This design comes from an exercise in tuning for small area, a short achievable clock period and few clock cycles per item on the open sky130 flow, not from production work.
In this exercise RTL edits were held to simulation tests only and were not proved equivalent to the original.
Power and IR drop assume default switching activity.

--- flow/constraint.sdc ---
create_clock -name core_clock -period 4.0 [get_ports {clk}]
set_input_delay 0.8000 -clock core_clock [delete_from_list [all_inputs] [get_ports {clk}]]
set_output_delay 0.8000 -clock core_clock [all_outputs]
set_load 0.01 [all_outputs]
--- flow/design.v ---
package cache_pkg;
    localparam int unsigned BLOCK_WIDTH = 128;
    localparam int unsigned BADDR_WIDTH = 28;
    typedef enum logic [1:0] {
        IDLE   = 2'd0,
        RD_MEM = 2'd1,
        WR_MEM = 2'd2,
        RESP   = 2'd3
    } wb_state_e;
    typedef struct packed {
        logic [BADDR_WIDTH-1:0] addr;
        logic [BLOCK_WIDTH-1:0] data;
    } wb_entry_t;
endpackage
module wb_store
#(
    parameter  int unsigned DEPTH = 4
) (
    input  logic                                   clk,
    input  logic [DEPTH-1:0]                       we,
    input  logic [cache_pkg::BADDR_WIDTH-1:0]      waddr,
    input  logic [cache_pkg::BLOCK_WIDTH-1:0]      wdata,
    output logic [DEPTH-1:0][cache_pkg::BADDR_WIDTH-1:0] addr_q,
    output logic [DEPTH-1:0][cache_pkg::BLOCK_WIDTH-1:0] data_q
);
    always_ff @(posedge clk) begin
        for (int unsigned i = 0; i < DEPTH; i++) begin
            if (we[i]) begin
                addr_q[i] <= waddr;
                data_q[i] <= wdata;
            end
        end
    end
endmodule
module cache_wb_buffer
#(
    parameter int unsigned DEPTH = 4
) (
    input  logic                   clk,
    input  logic                   rst,
    input  logic                   c_read,
    input  logic                   c_write,
    input  logic [cache_pkg::BADDR_WIDTH-1:0] c_addr,
    input  logic [cache_pkg::BLOCK_WIDTH-1:0] c_wdata,
    output logic [cache_pkg::BLOCK_WIDTH-1:0] c_rdata,
    output logic                   c_ready,
    output logic                   mem_read,
    output logic                   mem_write,
    output logic [cache_pkg::BADDR_WIDTH-1:0] mem_addr,
    output logic [cache_pkg::BLOCK_WIDTH-1:0] mem_wdata,
    input  logic [cache_pkg::BLOCK_WIDTH-1:0] mem_rdata,
    input  logic                   mem_ready,
    output logic                   wb_empty
);
    logic [DEPTH-1:0][cache_pkg::BADDR_WIDTH-1:0] addr_q;
    logic [DEPTH-1:0][cache_pkg::BLOCK_WIDTH-1:0] data_q;
    logic [DEPTH-1:0] vld_q, vld_d;      
    logic [DEPTH-1:0] dty_q, dty_d;      
    logic [DEPTH-1:0] hot_q, hot_d;      
    logic [DEPTH-1:0][DEPTH-1:0] ord_q, ord_d;
    logic [cache_pkg::BADDR_WIDTH-1:0] pa_q;     
    logic [DEPTH-1:0] hv_q;              
    logic             hq_q;              
    logic [DEPTH-1:0] wsel_q, wsel_d;    
    logic             wok_q, wok_d;      
    logic             safe_q, safe_d;    
    logic [DEPTH-1:0] sup_q, sup_d;      
    logic             held_q, held_d;    
    logic [DEPTH-1:0] vic_q;             
    logic             rdy_q, rdy_d;
    logic [cache_pkg::BLOCK_WIDTH-1:0] rdata_q, rdata_d;
    logic             mrd_q, mrd_d;      
    logic             mwr_q, mwr_d;      
    logic [cache_pkg::BADDR_WIDTH-1:0] maddr_q, maddr_d;
    logic [cache_pkg::BLOCK_WIDTH-1:0] mwdata_q;
    logic             wbe_q, wbe_d;
    logic [DEPTH-1:0] hit_v, we, touch, alloc_oh, victim_oh;
    logic             wr_go, wr_bad, sel_rd;
    logic [DEPTH-1:0] vic_w, vic_nw;
    logic             hit, hitq, same, req, ok, vis, ra_hit, port_free, rd_miss;
    logic             rd_go, rd_hit, rd_ans, mrd_done, wr_ok, dr_go;
    logic             cold, cap_ok, any_dty, two_dty, all_dty, most_dty;
    logic [cache_pkg::BLOCK_WIDTH-1:0] sel_data;
    logic [DEPTH-1:0] rsel_q;            
    logic             rsh_q, rsh_d;      
    logic             rsel_hit;
    logic [cache_pkg::BADDR_WIDTH-1:0] victim_addr;
    function automatic logic after(input logic [DEPTH-1:0][DEPTH-1:0] ord,
                                   input int unsigned i, input int unsigned j);
        after = (i < j) ? ord[i][j] : !ord[j][i];
    endfunction
    function automatic logic [DEPTH-1:0] lru_of(input logic [DEPTH-1:0] cand,
                                                input logic [DEPTH-1:0][DEPTH-1:0] ord);
        for (int unsigned i = 0; i < DEPTH; i++) begin
            lru_of[i] = cand[i];
            for (int unsigned j = 0; j < DEPTH; j++)
                if (j != i && cand[j] && !after(ord, j, i)) lru_of[i] = 1'b0;
        end
    endfunction
    function automatic logic [DEPTH-1:0] lru3(input logic [DEPTH-1:0] a,
                                              input logic [DEPTH-1:0] b,
                                              input logic [DEPTH-1:0] c,
                                              input logic [DEPTH-1:0][DEPTH-1:0] ord);
        lru3 = (a != '0) ? lru_of(a, ord) : ((b != '0) ? lru_of(b, ord) : lru_of(c, ord));
    endfunction
    wb_store #(.DEPTH(DEPTH)) u_store (
        .clk   (clk),
        .we    (we),
        .waddr (c_addr),
        .wdata (c_wdata),
        .addr_q(addr_q),
        .data_q(data_q)
    );
    always_comb begin
        for (int unsigned i = 0; i < DEPTH; i++)
            hit_v[i] = vld_q[i] && (addr_q[i] == c_addr);
    end
    assign hit  = |hit_v;
    assign hitq = hq_q;
    assign same = (pa_q == c_addr);
    assign rsel_hit = rsh_q;
    always_comb begin
        sel_data    = '0;
        victim_addr = '0;
        for (int unsigned i = 0; i < DEPTH; i++) begin
            if (rsel_q[i]) sel_data = sel_data | data_q[i];
            if (vic_q[i]) victim_addr = victim_addr | addr_q[i];
        end
    end
    always_comb begin
        logic [DEPTH-1:0] cl, dc, dty_p, hot_p;
        cl        = ~dty_q & ~hot_q;
        alloc_oh  = lru3(~vld_q, cl, ~dty_q, ord_q);
        dc        = dty_q & ~hot_q;
        cold      = dc != '0;
        vic_nw    = lru3(dc, dty_q, '0, ord_q);
        dty_p     = (dty_q & ~sup_q) | wsel_q;
        hot_p     = (hot_q & ~(wsel_q | sup_q)) | (hitq ? wsel_q : '0);
        dc        = dty_p & ~hot_p;
        vic_w     = lru3(dc, dty_p, '0, ord_q);
        victim_oh = wr_go ? vic_w : vic_nw;
        any_dty = dty_q != '0;
        all_dty = dty_q == '1;
        two_dty = 1'b0;
        for (int unsigned i = 0; i < DEPTH; i++)
            for (int unsigned j = i + 1; j < DEPTH; j++)
                if (dty_q[i] && dty_q[j]) two_dty = 1'b1;
        most_dty = 1'b0;
        for (int unsigned k = 0; k < DEPTH; k++) begin
            logic all_but;
            all_but = 1'b1;
            for (int unsigned i = 0; i < DEPTH; i++)
                if (i != k && !dty_q[i]) all_but = 1'b0;
            if (all_but) most_dty = 1'b1;
        end
        cap_ok  = !all_dty && !(mwr_q && !mem_ready && most_dty);
        held_d  = vis && !rdy_q;
        sup_d   = '0;
        safe_d  = 1'b1;
        wok_d   = cap_ok;
        wsel_d  = alloc_oh;
        if (hit) begin
            wsel_d = hit_v;
            if (|(hit_v & dty_q)) begin
                wok_d = 1'b1;
                if (held_d) begin
                    safe_d = 1'b0;
                end else if (!all_dty) begin
                    wsel_d = alloc_oh;
                    sup_d  = hit_v;
                end else begin
                    safe_d = 1'b0;
                end
            end
        end
    end
    assign vis       = c_read || c_write;
    assign req       = vis && !rdy_q;
    assign ok        = req && (held_q || same);
    assign mrd_done  = mrd_q && mem_ready;
    assign ra_hit    = mrd_q && (maddr_q == c_addr);
    assign port_free = (!mrd_q || mem_ready) && (!mwr_q || mem_ready);
    assign rd_miss   = c_read && !hit && !ra_hit;
    assign sel_rd    = vis && c_read && !mrd_done;
    assign rd_go     = sel_rd && rd_miss && port_free;
    assign rd_hit    = ok && c_read && hitq && rsh_q && !mrd_done;
    assign rd_ans    = req && c_read && !hit && ra_hit && mem_ready;
    assign wr_go     = c_write && !rdy_q && wok_q && (safe_q || held_q);
    assign we        = wr_go ? wsel_q : '0;
    assign wr_ok     = wr_go && (held_q || same);
    assign wr_bad    = wr_go && !(held_q || same);
    assign mem_read  = mrd_q;
    assign dr_go = port_free && !sel_rd && !rsel_hit &&
                   |(vic_q & dty_q) && (cold || two_dty || rdy_q || !vis);
    always_comb begin
        touch = (wr_ok ? wsel_q : '0) | (rd_hit ? hv_q : '0);
        ord_d = '0;
        for (int unsigned i = 0; i < DEPTH; i++)
            for (int unsigned j = i + 1; j < DEPTH; j++)
                ord_d[i][j] = touch[i] || (ord_q[i][j] && !touch[j]);
        vld_d = wr_bad ? (vld_q & ~wsel_q) : (wr_ok ? ((vld_q & ~sup_q) | wsel_q) : vld_q);
        hot_d = (hot_q & ~(wr_ok ? (wsel_q | sup_q) : '0)) | (rd_hit ? hv_q : '0) |
                (wr_ok && hitq ? wsel_q : '0);
        dty_d = (dty_q & ~(dr_go ? vic_q : '0) & ~(wr_ok ? sup_q : '0)) | (wr_ok ? wsel_q : '0);
        rdy_d = rd_hit || wr_ok || rd_ans;
        rdata_d = mrd_done ? mem_rdata : sel_data;
        mrd_d = rd_go || (mrd_q && !mem_ready);
        mwr_d = dr_go || (mwr_q && !mem_ready);
        maddr_d = !port_free ? maddr_q : (sel_rd ? c_addr : victim_addr);
        rsh_d = c_read && hit && !(rsh_q && req);
        wbe_d = !any_dty && !(mwr_q && !mem_ready) && !wr_ok;
    end
    always_ff @(posedge clk) begin
        if (rst) begin
            vld_q <= '0;
            ord_q <= '0;
            dty_q <= '0;
            hot_q <= '0;
            hv_q  <= '0;
            hq_q  <= 1'b0;
            wok_q <= 1'b0;
            held_q <= 1'b0;
            rsh_q <= 1'b0;
            rdy_q <= 1'b0;
            mrd_q <= 1'b0;
            mwr_q <= 1'b0;
            wbe_q <= 1'b1;
        end else begin
            vld_q <= vld_d;
            ord_q <= ord_d;
            dty_q <= dty_d;
            hot_q <= hot_d;
            hv_q  <= hit_v;
            hq_q  <= hit;
            wok_q <= wok_d;
            held_q <= held_d;
            rsh_q <= rsh_d;
            rdy_q <= rdy_d;
            mrd_q <= mrd_d;
            mwr_q <= mwr_d;
            wbe_q <= wbe_d;
        end
    end
    always_ff @(posedge clk) begin
        pa_q    <= c_addr;
        wsel_q  <= wsel_d;
        safe_q  <= safe_d;
        sup_q   <= sup_d;
        vic_q   <= victim_oh;
        rsel_q  <= rsh_d ? hit_v : victim_oh;
        rdata_q <= rdata_d;
        maddr_q <= maddr_d;
        if (!mwr_q || mem_ready) mwdata_q <= sel_data;
    end
    assign c_ready   = rdy_q;
    assign c_rdata   = rdata_q;
    assign mem_write = mwr_q;
    assign mem_addr  = maddr_q;
    assign mem_wdata = mwdata_q;
    assign wb_empty  = wbe_q;
endmodule
--- flow/config.mk ---
export PLATFORM = sky130hd
export DESIGN_NAME = cache_wb_buffer
export DESIGN_NICKNAME = cache_wb_buffer
export VERILOG_FILES = /design/flow/design.v
export SDC_FILE = /design/flow/constraint.sdc
export NUM_CORES = 4
export LEC_CHECK = 0
export CAP_MARGIN = 20
export CORE_MARGIN = 2
export CORE_UTILIZATION = 70
export SETUP_SLACK_MARGIN = 2.0
export SLEW_MARGIN = 20
--- flow/flow/run.sh ---
#!/bin/bash
# Layout flow: the standard flow (standard.sh, unchanged synthesis and
# steps), except that the input and output ports are buffered with buf_2
# cells rather than the default clkdlybuf4s50 delay cells, which are slow
# and large. Every port still gets its own buffer.
set -euo pipefail
export BUFFER_PORTS_ARGS="-buffer_cell sky130_fd_sc_hd__buf_2"
bash standard.sh > standard_flow.log 2>&1
--- flow/standard.sh ---
#!/bin/bash
# synth_recipe.tcl (not shown) runs the flow's synth.tcl, then flattens the netlist and writes it again
# the make line also repeats each setting of config.mk as NAME=value (left out here)
make -C /OpenROAD-flow-scripts/flow DESIGN_CONFIG=/design/flow/config.mk WORK_HOME=/design/flow/orfs CLKGATE_MAP_FILE= SYNTH_SCRIPT=/design/flow/synth_recipe.tcl "${@:-finish}"
==> results of run 1 <==
==> registers in the layout (all words and copies together) (netlist names), 4 cells and up <==
name / flops
dty_q: 4
hot_q: 4
hv_q: 4
maddr_q: 28
mwdata_q: 128
ord_q: 6
pa_q: 28
rdata_q: 128
rsel_q: 4
sup_q: 4
u_store.addr_q: 112
u_store.data_q: 512
vic_q: 4
vld_q: 4
wsel_q: 4
==> stage by stage <==
stage          instance area [sq um]  total power [mW]  worst slack, ns  utilization (%)  std cells
2_1_floorplan                  36400              13.1           0.0383                -       2407
3_3_place_gp                   39800              14.1            0.948             77.9       3547
3_5_place_dp                   39800              14.1            0.913             77.9       3547
4_1_cts                        43700              23.2             1.62             85.6       3766
5_1_grt                        44200              23.9             1.50             86.4       3803
6_report                       44200              23.4             1.57             86.4       3809
==> per-layer routing <==
metal  up-vias  GRT usage [%]  part of all wire, %
li1      10600              -                    -
met1     12400           50.4                   35
met2      2015           61.0                   48
met3       394           9.96                   12
met4        18           18.2                  5.5
met5         -              0                 0.11
==> worst max-delay path: stages (launching register included) <==
cell      delay (ns)
edfxtp_1        0.44
xor2_1          0.20
nor4_2          0.37
nand2_1         0.14
or4_4           0.58
and4_4          0.24
or2_0           0.20
a21o_1          0.15
==> area by class of cell <==
cell class / count / area (sq um)
inverters: 19 / 86.3
clock inverters: 44 / 539
fillers: 2301 / 6930
clock buffers: 130 / 2690
repair buffers: 673 / 4120
multi-input cells: 1251 / 8250
repair inverters: 1 / 7.51
diodes: 28 / 70.1
well taps: 680 / 851
flip-flops and latches: 983 / 27600
==> power by group through the flow <==
stage | registers (mW) | logic (mW) | clock network (mW)
finish | 11.9 | 2.24 | 9.22
CTS | 11.9 | 2.10 | 9.21
global placement | 12.1 | 1.93 | 0
floorplan | 12.2 | 0.854 | 0
detailed placement | 12.1 | 1.97 | 0
global route | 12.0 | 2.35 | 9.59
==> cell usage in the layout (no fill, tap or decap), drive strengths merged, types with 3 or more instances in the layout <==
cell,n
or3,3
a21o,5
a31o,3
or4,4
o22ai,15
a31oi,161
a22oi,315
diode,28
a211oi,3
nor3,11
o211ai,3
nor2,203
o21ai,26
inv,18
xnor2,68
clkinv,24
nand3,18
o31ai,4
nand2,157
clkbuf,131
buf,672
nor2b,11
dfxtp,203
a21oi,24
and2,6
nand4,26
nand2b,8
edfxtp,780
a32oi,9
nor3b,5
xor2,100
nor4,27
bufinv,11
a2111oi,4
clkinvlp,11
==> final timing paths <==
check	to	depth (start not counted)
worst max-delay path	rsel_q[2]$_DFF_P_	7
worst min-delay path	pa_q[7]$_DFF_P_	1
worst max register to register	rsel_q[2]$_DFF_P_	7
worst min register to register	wbe_q$_SDFF_PP1_	1
==> timing repair <==
item | in CTS | in global routing
setup buffers | 43 | 14
setup endpoints to repair | 850 | 256
gates resized for setup | 91 | 50
pin swaps | 17 | 21
gates cloned | 2 | 1
==> kinds of logic after synthesis <==
| kind of cell | count (synthesis) |
|---|---|
| xor gates and xnor gates | 168 |
| DFF | 983 |
| and+or+nand+nor | 485 |
| buffers and inverters | 174 |
| AOI/OAI and AO/OA | 595 |
| adders and majority gates | 2 |
==> results.ini, run 1 <==
[routing]
drtIter0Drc=3366
wl_per_cell_um=28.0
drc=0
wl_um=107000
dr.pass1.iters=8
vias_per_cell=6.66
vias=25400
ant_nets=0

[floorplan]
ios=577
die_w_um=231
fp.coreArea_sq_um=51100
die_area_sq_um=53400
die_h_um=231
initial_core_util_pct=70.6
fp-row-count=83

[logic_synthesis]
synth_top_family_by_area=compound AO/OA/AOI/OAI gates
synth-async-reset-ratio_pct=0
yosys_warnings=2
synth_commonest_cells=edfxtp_1, a22oi_1, dfxtp_1, nor2_1, a31oi_1
yosysUniqueCellTypes=63
synthSimpleGateAreaFrac_pct=5.92
yosysTopAreaCell=edfxtp_1
synth_area_sq_um=36100
ys_seq_area_share_pct=76.2
synth_compound_area_share_pct=11.6
synthXorXnorAreaFrac_pct=4.08
avgSynthCellArea_sq_um=15.0
synth.area.mux_share_pct=0
syn_inst=2407
ys_seq_elements=983
synthAdderAreaFrac_pct=0.0555
dominantRegCellSynth=edfxtp_1
synth_nets=2696
synth_area_leaders=edfxtp_1, dfxtp_1, a22oi_1
synthMostInstantiatedCell=edfxtp_1
synth_edf_count=780
synth_top_area_share_pct=64.9

[pwr]
max-vdd-ir-drop_uv=464
leakagePower_nw=16.6
switchingPower_mw=5.49
pwr-share-clk_pct=39.4
power_frac_comb_pct=9.6
power.internal_mw=17.9
swShare_pct=23.5
seqPwrFrac_pct=51.0
power_density_nw_per_um2=529

[timing]
drv_slew=0
layout_min_cycle_time_ns=2.43
tightestPinTransition_ns=0.953
holdWs_ns=0.334
maxSlewHeadroom_pct=36.5
setup-tns-final_ns=0
setup_viol=0
period_share_pct=60.8
rsz0062_at_grt=yes
fmax_ghz=0.411
fin_worst_skew_ns=0.0169
hold_viol_final=0

[placement]
hpwlAfterDp_um=65400
place.gp.congestion=0.982
io_buffers=576

[layout]
syn_to_final_growth_pct=22.5
drive_gt1_share_pct=30.0
nNetsFinal=3310

[global_route]
grt-ovfl-total=0
grt_max_degree=107
antenna_found_initial=35
grt_pass1_wl_um=151000
grt_pass1_vias=24400
grt_use_total_pct=38.5

[critical_path]
crit_required_ns=4.55
path_class=reg2reg
r2r_start=u_store.addr_q[73]$_DFFE_PP_
startpoint=u_store.addr_q[73]$_DFFE_PP_
critPathArrivalTime_ns=2.98
start_kind=flop
crit_fanout=8
cp-end-kind=flop
ff2ff_setup_slack_ns=1.57

[clock_network]
cts_max_level=3
cts_root_buffer=clkbuf_16
clock_sinks=983
cts_tree=yes
clkTransAtPathRegs_ns=0.06
numCtsBuffers=92
worstSkewPairLatency_ns=0.66
hold_buffers=0
cts_buffer_depth=3

[run_status]
status=complete, no violations

[min_path]
hold_path.class=in2reg
worstHoldStart=c_addr[7]

[flow_run]
max_cap_viol_count=0

Testbench counts, summed over its fixed seeds: cycles 26,446, requests 8,000.
==> run 2: changes to the inputs <==
--- a/flow/design.v
+++ b/flow/design.v
@@ -62,8 +62,9 @@
     logic [DEPTH-1:0] hv_q;              
     logic             hq_q;              
-    logic [DEPTH-1:0] wsel_q, wsel_d;    
+    logic [DEPTH-1:0] alloc_q;           
+    logic             redir_q, redir_d;  
+    logic [DEPTH-1:0] wsel, sup_v;       
     logic             wok_q, wok_d;      
     logic             safe_q, safe_d;    
-    logic [DEPTH-1:0] sup_q, sup_d;      
     logic             held_q, held_d;    
     logic [DEPTH-1:0] vic_q;             
@@ -82,5 +83,5 @@
     logic             cold, cap_ok, any_dty, two_dty, all_dty, most_dty;
     logic [cache_pkg::BLOCK_WIDTH-1:0] sel_data;
-    logic [DEPTH-1:0] rsel_q;            
+    logic [DEPTH-1:0] rsel;              
     logic             rsh_q, rsh_d;      
     logic             rsel_hit;
@@ -120,9 +121,10 @@
     assign same = (pa_q == c_addr);
     assign rsel_hit = rsh_q;
+    assign rsel     = rsh_q ? hv_q : vic_q;
     always_comb begin
         sel_data    = '0;
         victim_addr = '0;
         for (int unsigned i = 0; i < DEPTH; i++) begin
-            if (rsel_q[i]) sel_data = sel_data | data_q[i];
+            if (rsel[i]) sel_data = sel_data | data_q[i];
             if (vic_q[i]) victim_addr = victim_addr | addr_q[i];
         end
@@ -135,6 +137,6 @@
         cold      = dc != '0;
         vic_nw    = lru3(dc, dty_q, '0, ord_q);
-        dty_p     = (dty_q & ~sup_q) | wsel_q;
-        hot_p     = (hot_q & ~(wsel_q | sup_q)) | (hitq ? wsel_q : '0);
+        dty_p     = (dty_q & ~sup_v) | wsel;
+        hot_p     = (hot_q & ~(wsel | sup_v)) | (hitq ? wsel : '0);
         dc        = dty_p & ~hot_p;
         vic_w     = lru3(dc, dty_p, '0, ord_q);
@@ -156,23 +158,15 @@
         cap_ok  = !all_dty && !(mwr_q && !mem_ready && most_dty);
         held_d  = vis && !rdy_q;
-        sup_d   = '0;
+        redir_d = 1'b0;
         safe_d  = 1'b1;
         wok_d   = cap_ok;
-        wsel_d  = alloc_oh;
-        if (hit) begin
-            wsel_d = hit_v;
-            if (|(hit_v & dty_q)) begin
-                wok_d = 1'b1;
-                if (held_d) begin
-                    safe_d = 1'b0;
-                end else if (!all_dty) begin
-                    wsel_d = alloc_oh;
-                    sup_d  = hit_v;
-                end else begin
-                    safe_d = 1'b0;
-                end
-            end
-        end
-    end
+        if (hit && |(hit_v & dty_q)) begin
+            wok_d = 1'b1;
+            if (held_d || all_dty) safe_d = 1'b0;
+            else redir_d = 1'b1;
+        end
+    end
+    assign wsel  = (hitq && !redir_q) ? hv_q : alloc_q;
+    assign sup_v = redir_q ? hv_q : '0;
     assign vis       = c_read || c_write;
     assign req       = vis && !rdy_q;
@@ -187,5 +181,5 @@
     assign rd_ans    = req && c_read && !hit && ra_hit && mem_ready;
     assign wr_go     = c_write && !rdy_q && wok_q && (safe_q || held_q);
-    assign we        = wr_go ? wsel_q : '0;
+    assign we        = wr_go ? wsel : '0;
     assign wr_ok     = wr_go && (held_q || same);
     assign wr_bad    = wr_go && !(held_q || same);
@@ -194,13 +188,13 @@
                    |(vic_q & dty_q) && (cold || two_dty || rdy_q || !vis);
     always_comb begin
-        touch = (wr_ok ? wsel_q : '0) | (rd_hit ? hv_q : '0);
+        touch = (wr_ok ? wsel : '0) | (rd_hit ? hv_q : '0);
         ord_d = '0;
         for (int unsigned i = 0; i < DEPTH; i++)
             for (int unsigned j = i + 1; j < DEPTH; j++)
                 ord_d[i][j] = touch[i] || (ord_q[i][j] && !touch[j]);
-        vld_d = wr_bad ? (vld_q & ~wsel_q) : (wr_ok ? ((vld_q & ~sup_q) | wsel_q) : vld_q);
-        hot_d = (hot_q & ~(wr_ok ? (wsel_q | sup_q) : '0)) | (rd_hit ? hv_q : '0) |
-                (wr_ok && hitq ? wsel_q : '0);
-        dty_d = (dty_q & ~(dr_go ? vic_q : '0) & ~(wr_ok ? sup_q : '0)) | (wr_ok ? wsel_q : '0);
+        vld_d = wr_bad ? (vld_q & ~wsel) : (wr_ok ? ((vld_q & ~sup_v) | wsel) : vld_q);
+        hot_d = (hot_q & ~(wr_ok ? (wsel | sup_v) : '0)) | (rd_hit ? hv_q : '0) |
+                (wr_ok && hitq ? wsel : '0);
+        dty_d = (dty_q & ~(dr_go ? vic_q : '0) & ~(wr_ok ? sup_v : '0)) | (wr_ok ? wsel : '0);
         rdy_d = rd_hit || wr_ok || rd_ans;
         rdata_d = mrd_done ? mem_rdata : sel_data;
@@ -220,4 +214,5 @@
             hq_q  <= 1'b0;
             wok_q <= 1'b0;
+            redir_q <= 1'b0;
             held_q <= 1'b0;
             rsh_q <= 1'b0;
@@ -234,4 +229,5 @@
             hq_q  <= hit;
             wok_q <= wok_d;
+            redir_q <= redir_d;
             held_q <= held_d;
             rsh_q <= rsh_d;
@@ -244,9 +240,7 @@
     always_ff @(posedge clk) begin
         pa_q    <= c_addr;
-        wsel_q  <= wsel_d;
+        alloc_q <= alloc_oh;
         safe_q  <= safe_d;
-        sup_q   <= sup_d;
         vic_q   <= victim_oh;
-        rsel_q  <= rsh_d ? hit_v : victim_oh;
         rdata_q <= rdata_d;
         maddr_q <= maddr_d;
==> results.ini, run 2 <==
[run_status]
status=complete, no violations

[global_route]
grt-ovfl-total=0
grt_max_degree=150
grt_use_total_pct=39.2
grt_pass1_wl_um=153000
antenna_found_initial=31
grt_pass1_vias=24300

[logic_synthesis]
synth_edf_count=780
dominantRegCellSynth=edfxtp_1
synth-async-reset-ratio_pct=0
synth_area_leaders=edfxtp_1, dfxtp_1, a22oi_1
syn_inst=2384
ys_seq_area_share_pct=76.0
synth_area_sq_um=36000
avgSynthCellArea_sq_um=15.1
yosysUniqueCellTypes=65
yosys_warnings=2
synth_top_area_share_pct=65.1
synth_commonest_cells=edfxtp_1, a22oi_1, nor2_1
synth_nets=2673
synthMostInstantiatedCell=edfxtp_1
yosysTopAreaCell=edfxtp_1
ys_seq_elements=976

[clock_network]
cts_tree=yes
numCtsBuffers=90
cts_root_buffer=clkbuf_16
clock_sinks=976
clkTransAtPathRegs_ns=0.07
cts_buffer_depth=3
cts_max_level=3
hold_buffers=0
worstSkewPairLatency_ns=0.66

[routing]
drc=0
vias_per_cell=6.62
wl_um=109000
ant_nets=0
wl_per_cell_um=28.7
vias=25200
dr.pass1.iters=6
drtIter0Drc=3621

[pwr]
leakagePower_nw=16.7
power_frac_comb_pct=10.4
max-vdd-ir-drop_uv=455
finalPower_mw=22.8
power_density_nw_per_um2=514
power.internal_mw=17.3
switchingPower_mw=5.46
pwr-share-clk_pct=37.6
swShare_pct=24.0
seqPwrFrac_pct=52.0

[timing]
hold_viol_final=0
maxSlewHeadroom_pct=40.9
setup-tns-final_ns=0
fin_worst_skew_ns=0.0318
rsz0062_at_grt=yes
drv_slew=0
setup_viol=0
layout_min_cycle_time_ns=2.17
tightestPinTransition_ns=0.886
fmax_ghz=0.461
layout_setup_ws_ns=1.83
period_share_pct=54.2

[layout]
drive_gt1_share_pct=31.2
syn_to_final_growth_pct=23.0
top_register=u_store.data_q
final_cell_mix=edfxtp_1, buf_2, a22oi_1, nor2_1, dfxtp_1
largest_register_ffs=512
finalNonFillerCells=3803
nNetsFinal=3312
postLayoutCoreUtil_pct=86.7
final_common_cell=edfxtp_1
reg_top3=u_store.data_q (512), mwdata_q (128), rdata_q (128)

[critical_path]
critPathArrivalTime_ns=2.73
start_kind=flop
crit_required_ns=4.56
reg2reg_depth=7
path_class=reg2reg
cp-end-kind=flop
crit_fanout=3

[min_path]
hold_path.class=in2reg
min_delay_path_depth=1

[floorplan]
ios=577
die_w_um=231
die_h_um=231
initial_core_util_pct=70.4
die_area_sq_um=53300
fp.coreArea_sq_um=51100
fp-row-count=83

[placement]
place_inst=3521
hpwlAfterDp_um=63300
place_worst_setup_slack_ns=0.890
place.gp.congestion=0.912
io_buffers=576

[flow_run]
max_cap_viol_count=0

run 2: cell types whose count changed after synthesis, sizes merged, moves of 5 or more:
cell,before,now
a21oi,24,32
nor3,11,5
o21ai,26,20
nand2,157,162
xnor2,68,89
nor2,203,198
nand3,18,6
dfxtp,203,196
a32oi,9,2
clkbuf,115,110
xor2,100,78
o32ai,0,7
run 2: area by class of cell:
class                           count  area, sq um
Tap cell                          680          851
Clock buffer                      115         2450
Antenna cell                       24         60.1
Sequential cell                   976        27400
Clock inverter                     53          487
Inverter                           17         67.6
Timing Repair Buffer              694         4450
Timing Repair inverter              1         5.00
Multi-Input combinational cell   1243         8510
Fill cell                        2317         6820
run 2: per-layer routing:
layer  vias to the layer above  GRT usage [%]  routed length, um
li1                      10500              -                  -
met1                     12300           51.1              36900
met2                      1916           62.7              53600
met3                       356           9.76              12700
met4                        20           18.5               5560
met5                         -              0                121
run 2: kinds of logic after synthesis:
group	share of synthesized area, %
AO/OA/AOI/OAI	11.8
XOR/XNOR	4.06
adder cells (fa/ha/maj)	0.0556
buffers and inverters	2.17
flip-flops	76.0
multiplexers	0.351
AND/OR/NAND/NOR	5.55
run 2: worst paths after layout:
kind / to / from / slack, ns
min: pa_q[9]$_DFF_P_ / c_addr[9] / 0.33
max: redir_q$_SDFF_PP0_ / u_store.addr_q[63]$_DFFE_PP_ / 1.83
min reg2reg: mrd_q$_SDFF_PP0_ / mrd_q$_SDFF_PP0_ / 0.52
max reg2reg: redir_q$_SDFF_PP0_ / u_store.addr_q[63]$_DFFE_PP_ / 1.83
run 2: timing repair:
action | 4_1_cts | 5_1_grt
gates cloned | 13 | 2
resized for setup | 113 | 94
buffers inserted | 47 | 28
pin swaps | 25 | 16
endpoints found under the setup margin | 1114 | 345
run 2: power groups by stage:
stage,registers [mW],clock network (mW),logic [mW]
after CTS,11.8,8.51,2.24
after global placement,12.0,0,2.02
final,11.8,8.55,2.37
after floorplan,12.2,0,0.853
after detailed placement,12.0,0,2.06
after global routing,11.9,8.91,2.48
run 2: per-stage QoR:
step	hold slack (ns)	area (sq um)
floorplan	0.466	36200
global placement	0.490	39600
detailed placement	0.502	39600
CTS	0.327	43600
global route	0.323	44300
finish	0.334	44300
run 2: worst max-delay path, stage by stage (launching register included):
cell and delay (ns):
edfxtp_1 0.42, xor2_1 0.19, nor4_2 0.33, nand4_1 0.22, or4_4 0.50, o22ai_2 0.13, a221o_2 0.15, nor3b_2 0.14
Testbench counts of run 2, summed over its fixed seeds: cycles 26,446, requests 8,000.
==> run 3: changes to the inputs <==
--- a/flow/config.mk
+++ b/flow/config.mk
@@ -9,4 +9,6 @@
 export CORE_MARGIN = 2
 export CORE_UTILIZATION = 70
+export CTS_CLUSTER_DIAMETER = 60
+export CTS_CLUSTER_SIZE = 25
 export SETUP_SLACK_MARGIN = 2.0
 export SLEW_MARGIN = 20
==> results.ini, run 3 <==
[run_status]
status=complete, no violations

[placement]
io_buffers=576
place_worst_setup_slack_ns=0.890
hpwlAfterDp_um=63300
place_inst=3521
place.gp.congestion=0.912
post_dp_cell_area_sq_um=39600

[clock_network]
worstSkewPairLatency_ns=0.65
cts_buffer_depth=3
numCtsBuffers=51
cts_tree=yes
cts_root_buffer=clkbuf_16
clkTransAtPathRegs_ns=0.12
clock_sinks=976
cts_max_level=2

[critical_path]
crit_fanout=1
crit_chain=buf_2
path_delay_family=flip-flops
path_class=reg2out
r2r_start=u_store.addr_q[63]$_DFFE_PP_
cp_slowest_cell=edfxtp_1
ff2ff_setup_slack_ns=1.81
cp-end-kind=output pin
worstReg2RegEnd=mrd_q$_SDFF_PP0_
cpPeakStageDelay_ns=0.56
reg2reg_depth=7
cp_num_buf_inv=1
critPathArrivalTime_ns=1.43
start_kind=flop
crit_required_ns=3.20

[pwr]
max-vdd-ir-drop_uv=490
leakagePower_nw=16.1
finalPower_mw=20.2
power_density_nw_per_um2=467

[routing]
dr.pass1.iters=5
vias=24600
vias_per_cell=6.59
ant_nets=0
wl_um=106000
drtIter0Drc=3327
drc=0
wl_per_cell_um=28.4

[floorplan]
die_area_sq_um=53300
fp-row-count=83
fp.coreArea_sq_um=51100
die_w_um=231
initial_core_util_pct=70.4
ios=577
die_h_um=231

[timing]
rsz0062_at_grt=yes
layout_min_cycle_time_ns=2.23
period_share_pct=55.6
hold_viol_final=0
setup-tns-final_ns=0
tightestPinTransition_ns=0.753
holdWs_ns=0.354
fin_worst_skew_ns=0.0329
fmax_ghz=0.449
setup_viol=0
maxSlewHeadroom_pct=49.3
layout_setup_ws_ns=1.77
drv_slew=0

[layout]
final_cell_mix=edfxtp_1, buf_2, a22oi_1, nor2_1, dfxtp_1
top_register=u_store.data_q
largest_register_ffs=512
drive_gt1_share_pct=29.7
postLayoutCoreUtil_pct=84.4
syn_to_final_growth_pct=19.8
nNetsFinal=3280
finalInstanceArea_sq_um=43100
finalNonFillerCells=3736
reg_top3=u_store.data_q (512), mwdata_q (128), rdata_q (128)
final_common_cell=edfxtp_1

[logic_synthesis]
avgSynthCellArea_sq_um=15.1
ys_seq_elements=976
synth_area_leaders=edfxtp_1, dfxtp_1, a22oi_1
yosysUniqueCellTypes=65
synth_commonest_cells=edfxtp_1, a22oi_1, nor2_1
synth_edf_count=780
synth_top_area_share_pct=65.1
synth_area_sq_um=36000
synth_nets=2673
dominantRegCellSynth=edfxtp_1
yosys_warnings=2
synthMostInstantiatedCell=edfxtp_1
syn_inst=2384
ys_seq_area_share_pct=76.0
yosysTopAreaCell=edfxtp_1
synth-async-reset-ratio_pct=0

[flow_run]
max_cap_viol_count=0

[min_path]
worstHoldStart=c_addr[9]
hold_path.class=in2reg
min_delay_path_depth=1
whs_endpoint=pa_q[9]$_DFF_P_

[global_route]
grt-ovfl-total=0
grt_max_degree=150
grt_pass1_wl_um=150000
antenna_found_initial=34
grt_use_total_pct=38.3
grt_pass1_vias=23700

-- run 3: cell counts after synthesis --
No cell type changed its count.
-- run 3: worst max path at each step --
stage / endpoint / slack [ns] / from / cells past startpoint
final: mem_wdata[95] / 1.77 / mwdata_q[95]$_DFFE_PN_ / 1
after global routing: redir_q$_SDFF_PP0_ / 1.77 / u_store.addr_q[63]$_DFFE_PP_ / 7
after CTS: mem_wdata[95] / 1.80 / mwdata_q[95]$_DFFE_PN_ / 1
after detailed placement: dty_q[3]$_SDFF_PP0_ / 0.89 / c_addr[4] / 8
after global placement: dty_q[3]$_SDFF_PP0_ / 0.93 / c_addr[26] / 8
after floorplan: ord_q[7]$_SDFF_PP0_ / -0.21 / c_write / 8
-- run 3: layout make-up --
cell class	count	area (sq um)
timing repair inverter	1	5.00
sequential	976	27400
clock buffer	71	1400
tap	680	851
inverter	17	67.6
clock inverter	23	259
antenna	24	60.1
timing repair buffer	701	4600
fill	2548	7990
multi-input combinational	1243	8460
-- run 3: routing by layer --
layer,track usage [%],up-vias,share of wire (%)
met5,0,-,0.11
met2,62.0,1804,49
li1,-,10400,-
met1,50.9,12100,34
met3,8.15,293,12
met4,16.7,20,4.7
-- run 3: timing repair --
item / 4_1_cts / 5_1_grt
cloned: 15 / 5
setup buffers: 51 / 26
hold buffers: 0 / 0
resized for setup: 117 / 73
pin swaps: 23 / 12
endpoints found under the setup margin: 1086 / 336
-- run 3: cell families after synthesis --
| logic type | after synthesis | synth area share (%) |
|---|---|---|
| and+or+nand+nor | 458 | 5.55 |
| DFF | 976 | 76.0 |
| AOI/OAI and AO/OA | 602 | 11.8 |
| muxes | 8 | 0.351 |
| adders and majority gates | 2 | 0.0556 |
| xor gates and xnor gates | 167 | 4.06 |
| buffers and inverters | 171 | 2.17 |
-- run 3: power by group --
group	switching (mW)	leakage [nW]	internal (mW)
logic	1.43	6.27	0.916
clock network	3.31	0.808	2.69
registers	0.262	9.05	11.5
==> run 4: changes to the inputs <==
--- a/flow/design.v
+++ b/flow/design.v
@@ -161,5 +161,5 @@
         safe_d  = 1'b1;
         wok_d   = cap_ok;
-        if (hit && |(hit_v & dty_q)) begin
+        if (|(hit_v & dty_q)) begin
             wok_d = 1'b1;
             if (held_d || all_dty) safe_d = 1'b0;
--- a/flow/config.mk
+++ b/flow/config.mk
@@ -9,6 +9,6 @@
 export CORE_MARGIN = 2
 export CORE_UTILIZATION = 70
-export CTS_CLUSTER_DIAMETER = 60
-export CTS_CLUSTER_SIZE = 25
-export SETUP_SLACK_MARGIN = 2.0
+export CTS_CLUSTER_DIAMETER = 50
+export CTS_CLUSTER_SIZE = 20
+export SETUP_SLACK_MARGIN = 1.85
 export SLEW_MARGIN = 20
==> results.ini, run 4 <==
[min_path]
min_delay_path_depth=1
hold_path.class=in2reg

[pwr]
power_density_nw_per_um2=512
finalPower_mw=22.0
swShare_pct=25.7
power.internal_mw=16.3
max-vdd-ir-drop_uv=520
power_frac_comb_pct=11.5
leakagePower_nw=15.8
seqPwrFrac_pct=54.3
switchingPower_mw=5.63
pwr-share-clk_pct=34.3

[logic_synthesis]
yosysTopAreaCell=edfxtp_1
synth_top_area_share_pct=64.8
synthSimpleGateAreaFrac_pct=6.18
synth_edf_count=780
synthAdderAreaFrac_pct=0
synth_area_leaders=edfxtp_1, dfxtp_1, a22oi_1
syn_inst=2430
synthMostInstantiatedCell=edfxtp_1
yosys_warnings=2
synth_commonest_cells=edfxtp_1, a22oi_1, dfxtp_1
synth-async-reset-ratio_pct=0
ys_seq_elements=976
dominantRegCellSynth=edfxtp_1
yosysUniqueCellTypes=61
synth_nets=2719
synth.area.mux_share_pct=0.495
avgSynthCellArea_sq_um=14.9
synthXorXnorAreaFrac_pct=4.05
synth_compound_area_share_pct=11.7
synth_area_sq_um=36100
ys_seq_area_share_pct=75.7
synth_top_family_by_area=compound AO/OA/AOI/OAI gates

[timing]
setup_viol=0
layout_min_cycle_time_ns=2.21
period_share_pct=55.4
maxSlewHeadroom_pct=46.1
rsz0062_at_grt=yes
fin_worst_skew_ns=0.0309
holdWs_ns=0.369
tightestPinTransition_ns=0.809
hold_viol_final=0
drv_slew=0
setup-tns-final_ns=0
fmax_ghz=0.452

[global_route]
grt_pass1_vias=24600
grt-ovfl-total=0
grt_use_total_pct=40.0
antenna_found_initial=23
grt_max_degree=97
grt_pass1_wl_um=157000

[critical_path]
cp.depth=6
crit_chain=nand2b_4, mux2_4, mux2_4, or4b_4, a2111o_1, a31oi_1
cp_num_buf_inv=0
cpPeakStageDelay_ns=0.48
crit_fanout=5
reg2reg_depth=6
start_kind=flop
cp-end-kind=flop
crit_required_ns=4.54
path_common_cell=mux2_4
critPathArrivalTime_ns=2.75
cp_slowest_cell=or4b_4
path_class=reg2reg
path_delay_family=simple AND/OR/NAND/NOR gates

[routing]
ant_nets=0
vias=25400
drc=0
dr.pass1.iters=7
wl_per_cell_um=29.4
vias_per_cell=6.78
drtIter0Drc=3914
wl_um=110000

[floorplan]
die_w_um=231
die_h_um=231
initial_core_util_pct=70.5
ios=577
fp-row-count=83
fp.coreArea_sq_um=51200
die_area_sq_um=53400

[layout]
final_common_cell=edfxtp_1
drive_gt1_share_pct=27.1
top_register=u_store.data_q
nNetsFinal=3273
reg_top3=u_store.data_q (512), mwdata_q (128), rdata_q (128)
largest_register_ffs=512
syn_to_final_growth_pct=18.8
postLayoutCoreUtil_pct=83.8
final_cell_mix=edfxtp_1, buf_2, a22oi_1, nor2_1, dfxtp_1

[placement]
place.gp.congestion=0.975
io_buffers=576
hpwlAfterDp_um=67300

[clock_network]
hold_buffers=0
cts_root_buffer=clkbuf_16
clock_sinks=976
cts_tree=yes
cts_buffer_depth=3
cts_max_level=3
clkTransAtPathRegs_ns=0.08
numCtsBuffers=71
worstSkewPairLatency_ns=0.64

[run_status]
status=complete, no violations

[flow_run]
max_cap_viol_count=0

-- run 4: cell types whose count changed in the layout (fill, tap and decap cells not counted), moves of 8 or more --
cell,previous run,this run
buf_2,543,568
buf_6,27,4
a21oi_2,10,1
nand4_1,30,56
dfxtp_2,18,8
buf_12,17,9
xnor2_1,78,127
dfxtp_1,170,183
xor2_1,78,28
nand2_1,156,178
buf_4,85,36
clkbuf_16,56,76
nand3_1,5,17
-- run 4: final cells by class --
type | instances | area, sq um
Antenna cell | 23 | 57.6
Clock inverter | 35 | 412
Tap cell | 680 | 851
Clock buffer | 95 | 1960
Inverter | 16 | 73.8
Sequential cell | 976 | 27400
Fill cell | 2464 | 8300
Multi-Input combinational cell | 1286 | 8530
Timing Repair Buffer | 633 | 3630
-- run 4: worst register-to-register path: stages (launching register included) --
cell      delay (ns)
dfxtp_4         0.36
nand2b_4        0.19
mux2_4          0.34
mux2_4          0.21
or4b_4          0.48
a2111o_1        0.32
a31oi_1         0.22
-- run 4: metal layers --
metal / routed length [um] / vias up / track usage (%)
li1: - / 10600 / -
met1: 37600 / 12400 / 51.5
met2: 54500 / 2087 / 66.0
met3: 12700 / 331 / 8.93
met4: 5240 / 8 / 17.9
met5: 52 / - / 0
-- run 4: kinds of logic after synthesis --
logic type,after synthesis
flip-flops,976
AO/OA/AOI/OAI,597
XOR/XNOR,167
buffers and inverters,170
multiplexers,14
AND/OR/NAND/NOR,506
-- run 4: power by group through the flow --
| stage | registers [mW] | logic (mW) | clock network (mW) |
|---|---|---|---|
| after floorplan | 12.3 | 0.955 | 0 |
| after global placement | 12.1 | 2.26 | 0 |
| after detailed placement | 12.1 | 2.32 | 0 |
| after CTS | 11.9 | 2.42 | 7.50 |
| after global routing | 11.9 | 2.62 | 7.88 |
| final | 11.9 | 2.51 | 7.52 |
-- run 4: through the flow --
stage          instance area (sq um)  instances  worst slack (ns)
6_report                       42900       3744              1.79
5_1_grt                        42900       3736              1.74
4_1_cts                        42600       3718              1.80
3_5_place_dp                   39800       3570             0.576
3_3_place_gp                   39800       3570             0.575
2_1_floorplan                  36200       2430            -0.218
-- run 4: final timing paths --
check,from,endpoint,slack (ns)
setup / recovery,redir_q$_SDFF_PP0_,vic_q[0]$_DFF_P_,1.79
hold / removal,c_wdata[94],u_store.data_q[350]$_DFFE_PP_,0.37
hold reg to reg,u_store.data_q[54]$_DFFE_PP_,rdata_q[54]$_DFF_P_,0.56
setup reg to reg,redir_q$_SDFF_PP0_,vic_q[0]$_DFF_P_,1.79
-- run 4: timing repair --
| item | in CTS | in global routing |
|---|---|---|
| resized for setup | 47 | 37 |
| setup buffers | 14 | 1 |
| cloned | 4 | 2 |
| pin swaps | 6 | 4 |
| setup endpoints to repair | 206 | 167 |
Testbench counts of run 4, summed over its fixed seeds: cycles 26,446, requests 8,000.
==> run 5: changes to the inputs <==
--- a/flow/design.v
+++ b/flow/design.v
@@ -2,14 +2,4 @@
     localparam int unsigned BLOCK_WIDTH = 128;
     localparam int unsigned BADDR_WIDTH = 28;
-    typedef enum logic [1:0] {
-        IDLE   = 2'd0,
-        RD_MEM = 2'd1,
-        WR_MEM = 2'd2,
-        RESP   = 2'd3
-    } wb_state_e;
-    typedef struct packed {
-        logic [BADDR_WIDTH-1:0] addr;
-        logic [BLOCK_WIDTH-1:0] data;
-    } wb_entry_t;
 endpackage
 module wb_store
==> results.ini, run 5 <==
[run_status]
status=complete, no violations

[critical_path]
cp-end-kind=flop
crit_chain=nor2_1, or3_4, nor2_4, buf_4, buf_6
start_kind=flop
cpPeakStageDelay_ns=0.49
cp_num_buf_inv=2
path_delay_family=simple AND/OR/NAND/NOR gates
cp_slowest_cell=or3_4
critPathArrivalTime_ns=2.53
path_class=reg2reg
crit_fanout=24
crit_required_ns=4.30

[logic_synthesis]
synth-async-reset-ratio_pct=0
synthAdderAreaFrac_pct=0.0277
dominantRegCellSynth=edfxtp_1
synth.area.mux_share_pct=0.460
synthXorXnorAreaFrac_pct=4.07
ys_seq_area_share_pct=75.6
syn_inst=2421
synth_top_family_by_area=compound AO/OA/AOI/OAI gates
synth_area_leaders=edfxtp_1, dfxtp_1, a22oi_1
synth_area_sq_um=36200
synth_top_area_share_pct=64.8
synth_commonest_cells=edfxtp_1, a22oi_1, dfxtp_1
synth_nets=2710
synth_edf_count=780
avgSynthCellArea_sq_um=14.9
ys_seq_elements=976
synth_compound_area_share_pct=11.7
synthSimpleGateAreaFrac_pct=6.15
yosysTopAreaCell=edfxtp_1
synthMostInstantiatedCell=edfxtp_1
yosysUniqueCellTypes=69
yosys_warnings=2

[global_route]
grt-ovfl-total=0
grt_max_degree=153
busiest_layer=met2
grt_pass1_wl_um=159000
use_met3_pct=10.6
use_met1_pct=50.4
met2_usage_pct=67.0
grt_use_total_pct=40.7
grt_pass1_vias=25100
antenna_found_initial=39

[layout]
reg_top3=u_store.data_q (512), mwdata_q (128), rdata_q (128)
final_common_cell=edfxtp_1
drive_gt1_share_pct=27.8
postLayoutCoreUtil_pct=84.9
syn_to_final_growth_pct=20.2
finalInstanceArea_sq_um=43500
top_register=u_store.data_q
nNetsFinal=3288
largest_register_ffs=512
final_cell_mix=edfxtp_1, buf_2, a22oi_1, nor2_1, dfxtp_1

[pwr]
leakagePower_nw=16.0
max-vdd-ir-drop_uv=689
finalPower_mw=22.6
power_density_nw_per_um2=519

[routing]
ant_nets=0
wl_per_cell_um=30.6
vias=26000
drtIter0Drc=3860
drc=0
wl_um=115000
vias_per_cell=6.88
dr.pass1.iters=8

[timing]
drv_slew=0
rsz0062_at_grt=yes
holdWs_ns=0.357
hold_viol_final=0
fin_worst_skew_ns=0.0263
setup_viol=0
layout_min_cycle_time_ns=2.23
maxSlewHeadroom_pct=30.4
fmax_ghz=0.448
period_share_pct=55.7
tightestPinTransition_ns=1.04
setup-tns-final_ns=0

[floorplan]
die_area_sq_um=53500
die_h_um=231
initial_core_util_pct=70.6
die_w_um=231
fp-row-count=83
ios=577
fp.coreArea_sq_um=51200

[placement]
hpwlAfterDp_um=67800
place.gp.congestion=0.969
io_buffers=576
post_dp_cell_area_sq_um=39800

[flow_run]
max_cap_viol_count=0

[clock_network]
cts_tree=yes
clkTransAtPathRegs_ns=0.08
cts_buffer_depth=3
worstSkewPairLatency_ns=0.65
clock_sinks=976
cts_root_buffer=clkbuf_16
cts_max_level=3
numCtsBuffers=77

[min_path]
hold_path.class=in2reg

## run 5: cell count changes in the layout (fill, tap and decap cells not counted), moves of 7 or more
| cell | change |
|---|---|
| clkbuf_1 | -10 |
| clkinv_8 | +10 |
| diode_2 | +9 |
| nand2_1 | -9 |
| a21oi_1 | -8 |
| xnor2_1 | +8 |
| clkbuf_16 | +7 |
| xnor2_2 | -7 |
## run 5: what timing repair did
item                                    in CTS  in global routing
cloned                                       4                  9
resized for setup                           28                 65
pin swaps                                    3                 11
hold buffers                                 0                  0
endpoints found under the setup margin     862                467
buffers inserted                             9                 16
## run 5: worst paths after layout
check | startpoint | end | slack [ns] | cells after the start
setup / recovery | held_q$_SDFF_PP0_ | u_store.data_q[66]$_DFFE_PP_ | 1.77 | 5
hold / removal | c_wdata[24] | u_store.data_q[408]$_DFFE_PP_ | 0.36 | 1
setup reg to reg | held_q$_SDFF_PP0_ | u_store.data_q[66]$_DFFE_PP_ | 1.77 | 5
hold reg to reg | hot_q[2]$_SDFF_PP0_ | hot_q[2]$_SDFF_PP0_ | 0.53 | 2
## run 5: per-layer routing
| metal | wire, um | share of wire (%) |
|---|---|---|
| met1 | 37200 | 32 |
| met2 | 56700 | 49 |
| met3 | 14500 | 13 |
| met4 | 6770 | 5.9 |
| met5 | 205 | 0.18 |
## run 5: logic make-up (layout without fill, tap and decap cells)
logic type,Yosys count,count (layout)
xor gates and xnor gates,168,168
muxes,12,14
other,0,32
adders and majority gates,1,1
buffers and inverters,168,805
AOI/OAI and AO/OA,597,597
DFF,976,976
and+or+nand+nor,499,500
## run 5: worst register-to-register path: cells and delay by family (launching register included)
family	cells	cell delay [ns]
flops	1	0.40
buf+inv	2	0.52
simple gates	3	0.97
## run 5: power breakdown
part | internal, mW | switching (mW)
logic | 0.869 | 1.63
clock network | 4.19 | 3.98
registers | 11.6 | 0.284
## run 5: final cells by class
cell class	instances	area [sq um]
tap	680	851
inverter	14	78.8
antenna	32	80.1
timing repair buffer	650	3880
fill	2347	7720
clock inverter	51	691
multi-input combinational	1280	8510
sequential	976	27400
clock buffer	90	2030
## run 5: through the flow
stage | std cells | worst slack, ns
2_1_floorplan | 2421 | -0.299
6_report | 3773 | 1.77
3_5_place_dp | 3562 | 0.895
5_1_grt | 3764 | 1.75
3_3_place_gp | 3562 | 0.892
4_1_cts | 3716 | 1.70
Testbench counts of run 5, summed over its fixed seeds: cycles 26,446, requests 8,000.

==> separate check: timing with driven ports <==
No port has a modelled driver above. Below, the same layouts with a new extraction and two added sets of constraints. Step 1: set_driving_cell puts a clkbuf_16 on clk and a buf_2 on each other input, an assumption about the parent block. Step 2 also shifts input and output timing later by t, the mid clock arrival at the registers, as if the neighbouring blocks saw the same clock. a / b / c = ideal ports / drivers / drivers and shift; a / b = the first two.
| run | t (ns) | slack for setup (ns) | hold WS [ns] | latest minus earliest clock arrival (ns) | pins driven straight from the clock port |
|---|---|---|---|---|---|
| run 1 | 0.708 | 1.570 / 1.570 / 0.984 | 0.334 / 0.311 / 0.540 | 0.023 / 0.023 | 1 |
| run 2 | 0.712 | 1.831 / 1.806 / 1.201 | 0.334 / 0.318 / 0.522 | 0.033 / 0.034 | 1 |
| run 3 | 0.695 | 1.774 / 1.711 / 1.193 | 0.354 / 0.331 / 0.533 | 0.043 / 0.043 | 1 |
| run 4 | 0.692 | 1.786 / 1.786 / 1.179 | 0.369 / 0.342 / 0.556 | 0.031 / 0.032 | 1 |
| run 5 | 0.702 | 1.770 / 1.770 / 1.157 | 0.357 / 0.315 / 0.526 | 0.037 / 0.037 | 1 |
After both steps every run listed still meets setup and hold. For run 2, which loses most, drivers alone change the setup slack by -0.025 ns; drivers and shift together by -0.630 ns.
